From an optimization exercise on the open Yosys and OpenROAD flow, aimed at small area, a short achievable clock period and few clock cycles per item; shortcuts taken in it are not production practice. Function was checked by simulation only, so behaviour that the tests miss may differ from the original.

`flow/run.sh`:
```
#!/bin/bash
# synth_recipe.tcl (not shown) runs the flow's synth.tcl, then flattens the netlist and writes it again
# the make line also repeats each setting of config.mk as NAME=value (left out here)
make -C /OpenROAD-flow-scripts/flow DESIGN_CONFIG=/design/flow/config.mk WORK_HOME=/design/flow/orfs CLKGATE_MAP_FILE= SYNTH_SCRIPT=/design/flow/synth_recipe.tcl finish
```
`flow/config.mk`:
```
export PLATFORM = sky130hd
export DESIGN_NAME = fft_top
export DESIGN_NICKNAME = fft_top
export VERILOG_FILES = /design/flow/design.v
export SDC_FILE = /design/flow/constraint.sdc
export NUM_CORES = 4
export LEC_CHECK = 0
export CAP_MARGIN = 20
export CORE_MARGIN = 2
export CORE_UTILIZATION = 30
export SLEW_MARGIN = 20
```
`flow/constraint.sdc`:
```
create_clock -name core_clock -period 13.5 [get_ports {i_clk}]
set_input_delay 2.7000 -clock core_clock [delete_from_list [all_inputs] [get_ports {i_clk}]]
set_output_delay 2.7000 -clock core_clock [all_outputs]
set_load 0.01 [all_outputs]
```
`flow/design.v`:
```
`default_nettype none
package fft_pkg;
	typedef logic signed [16-1:0] sample_t;
	typedef struct packed {
		sample_t re;
		sample_t im;
	} cpx_t;
	typedef logic [4-1:0] addr_t;
	localparam int LAT = 20;
	localparam int LAT_B = LAT - 16;
endpackage
`default_nettype wire
`default_nettype none
module fft_loader (
	input  logic             i_clk,
	input  logic             i_wr_en,
	input  logic             i_wr_par,
	input  fft_pkg::addr_t   i_wr_cnt,
	input  fft_pkg::sample_t i_in_re,
	input  fft_pkg::sample_t i_in_im,
	input  logic             i_rd_par,
	input  fft_pkg::addr_t   i_rd_cnt,
	output fft_pkg::cpx_t    o_rd_data
);
	logic [2*16-1:0] bank [0:16-1];
	fft_pkg::addr_t wr_addr, rd_addr;
	always_comb begin
		for (int i = 0; i < 4; i++) begin
			wr_addr[i] = i_wr_par ? i_wr_cnt[4-1-i] : i_wr_cnt[i];
			rd_addr[i] = i_rd_par ? i_rd_cnt[i] : i_rd_cnt[4-1-i];
		end
	end
	always_ff @(posedge i_clk) begin
		if (i_wr_en) begin
			bank[wr_addr] <= {i_in_re, i_in_im};
		end
	end
	assign o_rd_data = bank[rd_addr];
endmodule
`default_nettype wire
`default_nettype none
module fft_butterfly #(
	parameter int D = 1
) (
	input  logic          i_clk,
	input  logic          i_adv,
	input  logic          i_hi,
	input  logic          i_rot,
	input  logic          i_nz,
	input  fft_pkg::cpx_t i_y,
	output fft_pkg::cpx_t o_out
);
	logic [2*16-1:0] ring [0:D-1];
	fft_pkg::cpx_t lo, sum, diff, ring_in;
	fft_pkg::sample_t u, v;
	fft_pkg::sample_t p_re, m_re, p_im, m_im;
	logic c_p, c_m;
	assign lo = ring[0];
	always_comb begin
		u    = i_rot ? i_y.im : i_y.re;
		v    = i_rot ? i_y.re : i_y.im;
		p_re = lo.re + u;
		m_re = lo.re - u;
		c_p  = i_rot & i_nz;
		c_m  = ~c_p;
		p_im = lo.im + v + {15'd0, c_p};
		m_im = lo.im + ~v + {15'd0, c_m};
		sum.re  = p_re;
		diff.re = m_re;
		sum.im  = i_rot ? m_im : p_im;
		diff.im = i_rot ? p_im : m_im;
		ring_in = i_hi ? diff : i_y;
		o_out   = i_hi ? sum : lo;
	end
	always_ff @(posedge i_clk) begin
		for (int i = 0; i < D - 1; i++) begin
			ring[i] <= ring[i+1];
		end
		ring[D-1] <= i_adv ? ring_in : ring[0];
	end
endmodule
`default_nettype wire
`default_nettype none
module fft_engine (
	input  logic           i_clk,
	input  logic           i_adv,
	input  fft_pkg::addr_t i_pos,
	input  fft_pkg::cpx_t  i_x,
	output fft_pkg::cpx_t  o_y
);
	typedef logic signed [23:0] wide_t;
	fft_pkg::addr_t p1, pm2, p2, pm3, p3;
	assign p1  = i_pos - fft_pkg::addr_t'(2);
	assign pm2 = i_pos - fft_pkg::addr_t'(5);
	assign p2  = i_pos - fft_pkg::addr_t'(6);
	assign pm3 = i_pos - fft_pkg::addr_t'(11);
	assign p3  = i_pos - fft_pkg::addr_t'(12);
	fft_pkg::cpx_t s0_out, r1, s1_out, r2, r2m, s2_out, r3, r3m;
	logic nz2, nz3;
	fft_butterfly #(.D(1)) u_s0 (
		.i_clk (i_clk), .i_adv (i_adv),
		.i_hi  (i_pos[0]), .i_rot (1'b0), .i_nz (1'b0),
		.i_y   (i_x), .o_out (s0_out)
	);
	always_ff @(posedge i_clk) begin
		if (i_adv) r1 <= s0_out;
	end
	fft_butterfly #(.D(2)) u_s1 (
		.i_clk (i_clk), .i_adv (i_adv),
		.i_hi  (p1[1]), .i_rot (p1[0]), .i_nz (1'b0),
		.i_y   (r1), .o_out (s1_out)
	);
	always_ff @(posedge i_clk) begin
		if (i_adv) r2 <= s1_out;
	end
	logic mul2;
	logic signed [16:0] a2, b2;
	wide_t pa2, pb2;
	fft_pkg::cpx_t y2;
	logic nz2_d;
	always_comb begin
		mul2 = pm2[2] & pm2[0];
		a2   = wide_t'(r2.re) + wide_t'(r2.im);
		b2   = wide_t'(r2.im) - wide_t'(r2.re);
		pa2  = wide_t'(a2) * 24'sd181;
		pb2  = wide_t'(b2) * 24'sd181;
		if (mul2) begin
			y2.re = pa2[8 +: 16];
			y2.im = pb2[8 +: 16];
			nz2_d = |pa2[7:0];
		end else begin
			y2    = r2;
			nz2_d = 1'b0;
		end
	end
	always_ff @(posedge i_clk) begin
		if (i_adv) begin
			r2m <= y2;
			nz2 <= nz2_d;
		end
	end
	fft_butterfly #(.D(4)) u_s2 (
		.i_clk (i_clk), .i_adv (i_adv),
		.i_hi  (p2[2]), .i_rot (p2[1]), .i_nz (nz2),
		.i_y   (r2m), .o_out (s2_out)
	);
	always_ff @(posedge i_clk) begin
		if (i_adv) r3 <= s2_out;
	end
	logic [1:0] kk;
	wide_t xr, xi, xr3, xi3;
	wide_t m237r, m98r, m181r, m237i, m98i, m181i;
	wide_t alr, ali, ber, bei, pr3, pi3;
	fft_pkg::cpx_t y3;
	logic nz3_d;
	always_comb begin
		kk  = pm3[3] ? pm3[1:0] : 2'd0;
		xr  = wide_t'(r3.re);
		xi  = wide_t'(r3.im);
		xr3 = xr + (xr <<< 1);
		xi3 = xi + (xi <<< 1);
		m237r = (xr <<< 8) - (xr <<< 4) - xr3;
		m98r  = (xr3 <<< 5) + (xr <<< 1);
		m181r = (xr3 <<< 6) - (xr3 <<< 2) + xr;
		m237i = (xi <<< 8) - (xi <<< 4) - xi3;
		m98i  = (xi3 <<< 5) + (xi <<< 1);
		m181i = (xi3 <<< 6) - (xi3 <<< 2) + xi;
		case (kk)
			2'd1:    begin alr = m237r; ali = m237i; ber = m98r;  bei = m98i;  end
			2'd2:    begin alr = m181r; ali = m181i; ber = m181r; bei = m181i; end
			default: begin alr = m98r;  ali = m98i;  ber = m237r; bei = m237i; end
		endcase
		pr3 = alr + bei;
		pi3 = ali - ber;
		if (kk == 2'd0) begin
			y3    = r3;
			nz3_d = 1'b0;
		end else begin
			y3.re = pr3[8 +: 16];
			y3.im = pi3[8 +: 16];
			nz3_d = |pr3[7:0];
		end
	end
	always_ff @(posedge i_clk) begin
		if (i_adv) begin
			r3m <= y3;
			nz3 <= nz3_d;
		end
	end
	fft_butterfly #(.D(8)) u_s3 (
		.i_clk (i_clk), .i_adv (i_adv),
		.i_hi  (p3[3]), .i_rot (p3[2]), .i_nz (nz3),
		.i_y   (r3m), .o_out (o_y)
	);
endmodule
`default_nettype wire
`default_nettype none
module fft_unloader (
	input  logic             i_clk,
	input  logic             i_arst_n,
	input  logic             i_push,
	input  fft_pkg::cpx_t    i_data,
	input  logic             i_last,
	output logic             o_skid_full_next,
	output logic             o_out_valid,
	input  logic             i_out_ready,
	output fft_pkg::sample_t o_out_re,
	output fft_pkg::sample_t o_out_im,
	output logic             o_out_last
);
	logic          skid_v, skid_last, head_last;
	fft_pkg::cpx_t skid_d, head_d;
	logic          pop, hold;
	logic          head_v_n, skid_v_n;
	assign pop  = o_out_valid & i_out_ready;
	assign hold = o_out_valid & ~i_out_ready;
	always_comb begin
		if (hold) begin
			head_v_n = 1'b1;
			skid_v_n = skid_v | i_push;
		end else begin
			head_v_n = skid_v | i_push;
			skid_v_n = 1'b0;
		end
	end
	assign o_skid_full_next = skid_v_n;
	always_ff @(posedge i_clk or negedge i_arst_n) begin
		if (!i_arst_n) begin
			o_out_valid <= 1'b0;
			skid_v      <= 1'b0;
		end else begin
			o_out_valid <= head_v_n;
			skid_v      <= skid_v_n;
		end
	end
	always_ff @(posedge i_clk) begin
		if (hold) begin
			if (i_push) begin
				skid_d    <= i_data;
				skid_last <= i_last;
			end
		end else if (skid_v) begin
			head_d    <= skid_d;
			head_last <= skid_last;
		end else if (i_push) begin
			head_d    <= i_data;
			head_last <= i_last;
		end
	end
	assign o_out_re   = head_d.re;
	assign o_out_im   = head_d.im;
	assign o_out_last = head_last;
endmodule
`default_nettype wire
`default_nettype none
module fft_top (
	input  logic             i_clk,
	input  logic             i_arst_n,
	input  logic             i_in_valid,
	output logic             o_in_ready,
	input  fft_pkg::sample_t i_in_re,
	input  fft_pkg::sample_t i_in_im,
	output logic             o_out_valid,
	input  logic             i_out_ready,
	output fft_pkg::sample_t o_out_re,
	output fft_pkg::sample_t o_out_im,
	output logic             o_out_last
);
	localparam fft_pkg::addr_t LAST = fft_pkg::addr_t'(16 - 1);
	localparam fft_pkg::addr_t LB   = fft_pkg::addr_t'(fft_pkg::LAT_B);
	fft_pkg::addr_t wcnt;
	logic           wpar;
	logic           avail;      
	logic           in_rdy;
	fft_pkg::addr_t pos;        
	logic           rpar;
	logic           adv;        
	logic [2:0]     sc;         
	logic           cur_data;   
	logic           ft_a, ft_b, ft_c;  
	logic           skid_full_next;
	logic           take, wdone, boundary, data_now, rdone, start;
	logic           exit_valid, push, push_last;
	fft_pkg::addr_t ex_idx;
	fft_pkg::addr_t wcnt_n, pos_n;
	logic           wpar_n, rpar_n, avail_n, cur_data_n;
	logic           ft_a_n, ft_b_n, ft_c_n;
	logic [2:0]     sc_n;
	logic           active_n, adv_n, reading_n, in_rdy_n, empty;
	always_comb begin
		take     = i_in_valid & in_rdy;
		wdone    = take & (wcnt == LAST);
		boundary = (pos == '0);
		data_now = boundary ? avail : cur_data;
		rdone    = adv & data_now & (pos == LAST);
		start    = adv & boundary;
		wcnt_n     = wcnt + fft_pkg::addr_t'(take);
		wpar_n     = wpar ^ wdone;
		rpar_n     = rpar ^ rdone;
		avail_n    = wdone | (avail & ~rdone);
		pos_n      = pos + fft_pkg::addr_t'(adv);
		cur_data_n = start ? avail : cur_data;
		ft_a_n     = start ? avail : ft_a;
		ft_b_n     = start ? ft_a  : ft_b;
		ft_c_n     = start ? ft_b  : ft_c;
		if (boundary || pos >= LB) begin
			exit_valid = ft_b;
		end else begin
			exit_valid = ft_c;
		end
		ex_idx    = pos - LB;
		push      = adv & exit_valid;
		push_last = (ex_idx == LAST);
		empty = boundary & ~ft_a & ~ft_b;
		if (adv || empty) begin
			sc_n = '0;
		end else begin
			sc_n = sc + 3'd1;
		end
		active_n = (pos_n != '0) | avail_n | ft_a_n | ft_b_n;
		adv_n    = active_n & ~skid_full_next & (sc_n == '0);
		reading_n = (pos_n == '0) ? avail_n : cur_data_n;
		in_rdy_n  = ~avail_n | (reading_n & ((pos_n > wcnt_n) | ((pos_n == wcnt_n) & adv_n)));
	end
	always_ff @(posedge i_clk or negedge i_arst_n) begin
		if (!i_arst_n) begin
			wcnt     <= '0;
			wpar     <= 1'b0;
			rpar     <= 1'b0;
			avail    <= 1'b0;
			pos      <= '0;
			cur_data <= 1'b0;
			ft_a     <= 1'b0;
			ft_b     <= 1'b0;
			ft_c     <= 1'b0;
			sc       <= '0;
			adv      <= 1'b0;
			in_rdy   <= 1'b0;
		end else begin
			wcnt     <= wcnt_n;
			wpar     <= wpar_n;
			rpar     <= rpar_n;
			avail    <= avail_n;
			pos      <= pos_n;
			cur_data <= cur_data_n;
			ft_a     <= ft_a_n;
			ft_b     <= ft_b_n;
			ft_c     <= ft_c_n;
			sc       <= sc_n;
			adv      <= adv_n;
			in_rdy   <= in_rdy_n;
		end
	end
	assign o_in_ready = in_rdy;
	fft_pkg::cpx_t rd_data, pipe_out;
	fft_loader u_loader (
		.i_clk    (i_clk),
		.i_wr_en  (take),
		.i_wr_par (wpar),
		.i_wr_cnt (wcnt),
		.i_in_re  (i_in_re),
		.i_in_im  (i_in_im),
		.i_rd_par (rpar),
		.i_rd_cnt (pos),
		.o_rd_data(rd_data)
	);
	fft_engine u_engine (
		.i_clk (i_clk),
		.i_adv (adv),
		.i_pos (pos),
		.i_x   (rd_data),
		.o_y   (pipe_out)
	);
	fft_unloader u_unloader (
		.i_clk            (i_clk),
		.i_arst_n         (i_arst_n),
		.i_push           (push),
		.i_data           (pipe_out),
		.i_last           (push_last),
		.o_skid_full_next (skid_full_next),
		.o_out_valid      (o_out_valid),
		.i_out_ready      (i_out_ready),
		.o_out_re         (o_out_re),
		.o_out_im         (o_out_im),
		.o_out_last       (o_out_last)
	);
endmodule
`default_nettype wire
```
==> results.cfg <==
[outcome]
status = timing/DRC/antenna clean

[layout]
final_common_cell = edfxtp_1
instances_no_fill = 9821
area_growth_pct = 12.2
nNetsFinal = 7410
final_cell_mix = edfxtp_1, ha_1, inv_1
drive_above_1_share_pct = 7.91
stdcell_area_um2 = 80600

[hold_path]
hold_class = register to register

[yosys]
synthFlopType = edfxtp_1
synthCells = 6541
synthesis.nets = 7404
postSynthAreaPerCell_um2 = 11.0
synth_xor_area_share_pct = 5.30
synth_top_family_by_area = adder cells
synthesis.area_um2 = 71900
synth_seq_cells = 1242
synth_edf_count = 772
synthSimpleGateAreaFrac_pct = 8.80
ys_types = 89
ys_warn_count = 12
yosysSeqAreaShare_pct = 45.5
synth_mux_area_share_pct = 7.35
synth-async-reset-ratio_pct = 1.77
synth_fa_ha_area_share_pct = 16.0
synth_compound_area_share_pct = 13.0

[timing]
drv_slew = 0
fin_crit_sh_pct = 60.6
rsz0062_at_grt = no
max_slew_margin_pct = 31.6
setup_violations = 0
fin_crit_ps = 8180
fmax_mhz = 122
tns_ps = 0
fin_worst_skew_ps = 64.1
finalHoldViolations = 0
tightest_slew_ps = 1030

[clock_network]
cts_root_buf = clkbuf_16
numClockSinks = 1242
cts_hold_buf = 0
cts.path.max_buffers = 3
ctsResizeCount = 0
clkLatencyLatePin_ps = 810
tritoncts = built
path_clk_slew_ps = 60
cts_made_buffers = 131
cts_setup_buffers = 0
h-tree-depth = 4

[worst_setup_path]
critical_path_class = register to register
r2r_slack_ps = 5320
cp_max_fo = 10
cpMostUsedCell = a21oi_1
crit_required_ps = 14010
worstPathArrival_ps = 8690
critPathLaunchType = register
slowest_stage = edfxtp_1
cp_top_family = compound AO/OA/AOI/OAI gates
cp-end-kind = register
critPathBufInv = 1
critical-path-max-stage-delay_ps = 600

[placement]
place_area_um2 = 76200
dp.cells = 9581
gp_congestion = 0.887
dp_hpwl_um = 122000
port_buffers = 70

[routing]
wl_per_cell_um = 17.8
drtAntennaViolNets = 0
drc_errors = 0
first_pass_iters = 6
first_iter_violations = 2959
routed_wl_um = 175000
vias_per_cell = 4.90
vias = 48200

[grt]
grt_pass1_wl_um = 274000
grt-ovfl-total = 0
grt_max_degree = 114
grt_pass1_vias = 48700
antenna_found_initial = 3
track_usage_pct = 14.1

[die]
initial_core_util_pct = 30.2
die_y_um = 494
io_pins = 71
rows = 179
die_x_um = 494
core_area_um2 = 238000
fp.dieArea_um2 = 244000

[flow_run]
cap_violations = 0
==> worst register-to-register path, delay by kind of cell (launching register included) <==
kind,cells,cell delay (ps)
adders and majority gates,5,1850
DFF,1,600
buffers and inverters,1,70
AOI/OAI and AO/OA,18,3370
and+or+nand+nor,7,1400
xor gates and xnor gates,3,630
==> registers in the layout (all words and copies together), names as in the netlist, 3 cells and up <==
name,count
pos,4
sc,3
u_engine.r1,32
u_engine.r2,32
u_engine.r2m,32
u_engine.r3,32
u_engine.r3m,32
u_engine.u_s0.ring,32
u_engine.u_s1.ring,64
u_engine.u_s2.ring,128
u_engine.u_s3.ring,256
u_loader.bank,512
u_unloader.head_d,32
u_unloader.skid_d,32
wcnt,4
==> metal layers <==
| layer | vias up | track usage [%] | wire length (µm) |
|---|---|---|---|
| li1 | 23400 | - | - |
| met1 | 23500 | 17.6 | 76400 |
| met2 | 942 | 24.8 | 86400 |
| met3 | 284 | 2.10 | 7310 |
| met4 | 4 | 4.49 | 4780 |
| met5 | - | 0 | 25 |
==> worst paths after layout <==
| check | from | endpoint | cells after the start |
|---|---|---|---|
| setup / recovery | u_engine.r3[16]$_DFFE_PP_ | u_engine.r3m[31]$_DFFE_PP_ | 34 |
| hold / removal | u_engine.u_s2.ring[3][4]$_DFF_P_ | u_engine.u_s2.ring[2][4]$_DFF_P_ | 0 |
| setup reg to reg | u_engine.r3[16]$_DFFE_PP_ | u_engine.r3m[31]$_DFFE_PP_ | 34 |
| hold reg to reg | u_engine.u_s2.ring[3][4]$_DFF_P_ | u_engine.u_s2.ring[2][4]$_DFF_P_ | 0 |
| max in group asynchronous | i_arst_n | pos[1]$_DFF_PN0_ | 2 |
| min in group asynchronous | i_arst_n | ft_c$_DFFE_PN0P_ | 2 |
==> cells in the mapped netlist (40+ instances only) <==
library cell,instances,area [µm²]
a211oi_1,61,458
a21o_1,91,683
a21oi_1,493,2470
a31oi_1,85,532
and2_1,56,350
clkbuf_1,197,739
dfxtp_1,448,8970
edfxtp_1,772,23200
fa_1,149,2980
ha_1,678,8480
inv_1,521,1960
mux2_2,61,687
mux2i_1,170,1700
mux4_2,128,2880
nand2_1,450,1690
nand2b_1,62,388
nand3_1,77,385
nor2_1,447,1680
nor2b_1,67,419
nor3_1,88,440
o21a_1,45,338
o21ai_0,312,1560
o21ai_1,46,230
o21bai_1,89,668
o31ai_1,40,300
xnor2_1,314,2750
xor2_1,121,1060
==> area by class of cell <==
cell class / count / area [µm²]
Timing Repair Buffer: 123 / 1120
Inverter: 527 / 1980
Multi-Input combinational cell: 4522 / 36500
Clock buffer: 176 / 3590
Antenna cell: 1 / 2.50
Fill cell: 23500 / 157000
Tap cell: 3167 / 3960
Sequential cell: 1242 / 32700
Clock inverter: 63 / 783
==> logic make-up (layout without fill, tap and decap cells) <==
| family | after synthesis | count (layout) |
|---|---|---|
| other | 0 | 1 |
| AND/OR/NAND/NOR | 1393 | 1393 |
| adder cells (fa/ha/maj) | 830 | 830 |
| flip-flops | 1242 | 1242 |
| AO/OA/AOI/OAI | 1504 | 1504 |
| multiplexers | 360 | 360 |
| XOR/XNOR | 435 | 435 |
| buffers and inverters | 777 | 889 |
==> through the flow <==
| step | utilization [%] | hold WS [ps] | worst slack (ps) |
|---|---|---|---|
| 2_1_floorplan | - | 310 | 5790 |
| 3_3_place_gp | 32.0 | 310 | 5360 |
| 3_5_place_dp | 32.0 | 312 | 5430 |
| 4_1_cts | 33.9 | 294 | 5360 |
| 5_1_grt | 33.9 | 295 | 4700 |
| 6_report | 33.9 | 290 | 5320 |
Testbench counts, summed over its fixed seeds: cycles 1,320, frames 64.

==> port drivers added, routing unchanged <==
The flow's constraints put no driver on any port. The routed layout listed below was extracted and timed again, unchanged, in two steps. Step 1 (the two cells are an assumption about what drives the block):
set clk [get_ports {i_clk}]
set_driving_cell -lib_cell sky130_fd_sc_hd__clkbuf_16 $clk
set_driving_cell -lib_cell sky130_fd_sc_hd__buf_2 [delete_from_list [all_inputs] $clk]
Step 2 also shifts input and output timing later by t, the mid clock arrival at the registers, as if the neighbouring blocks saw the same clock. Slacks: no drivers / after step 1 / after step 2; pairs: no drivers / after step 1.
shift t [ns]: 0.868
slack for setup (ns): 5.323 / 5.323 / 5.323
worst setup path at the end: register to register
worst register clock-pin slew, ns: 0.08 / 0.08
worst slew at a driven data input, ns: 0.12
After both steps setup and hold are still met in this run. The setup slack of this run moves by 0.000 ns with the drivers and by 0.000 ns with both steps.
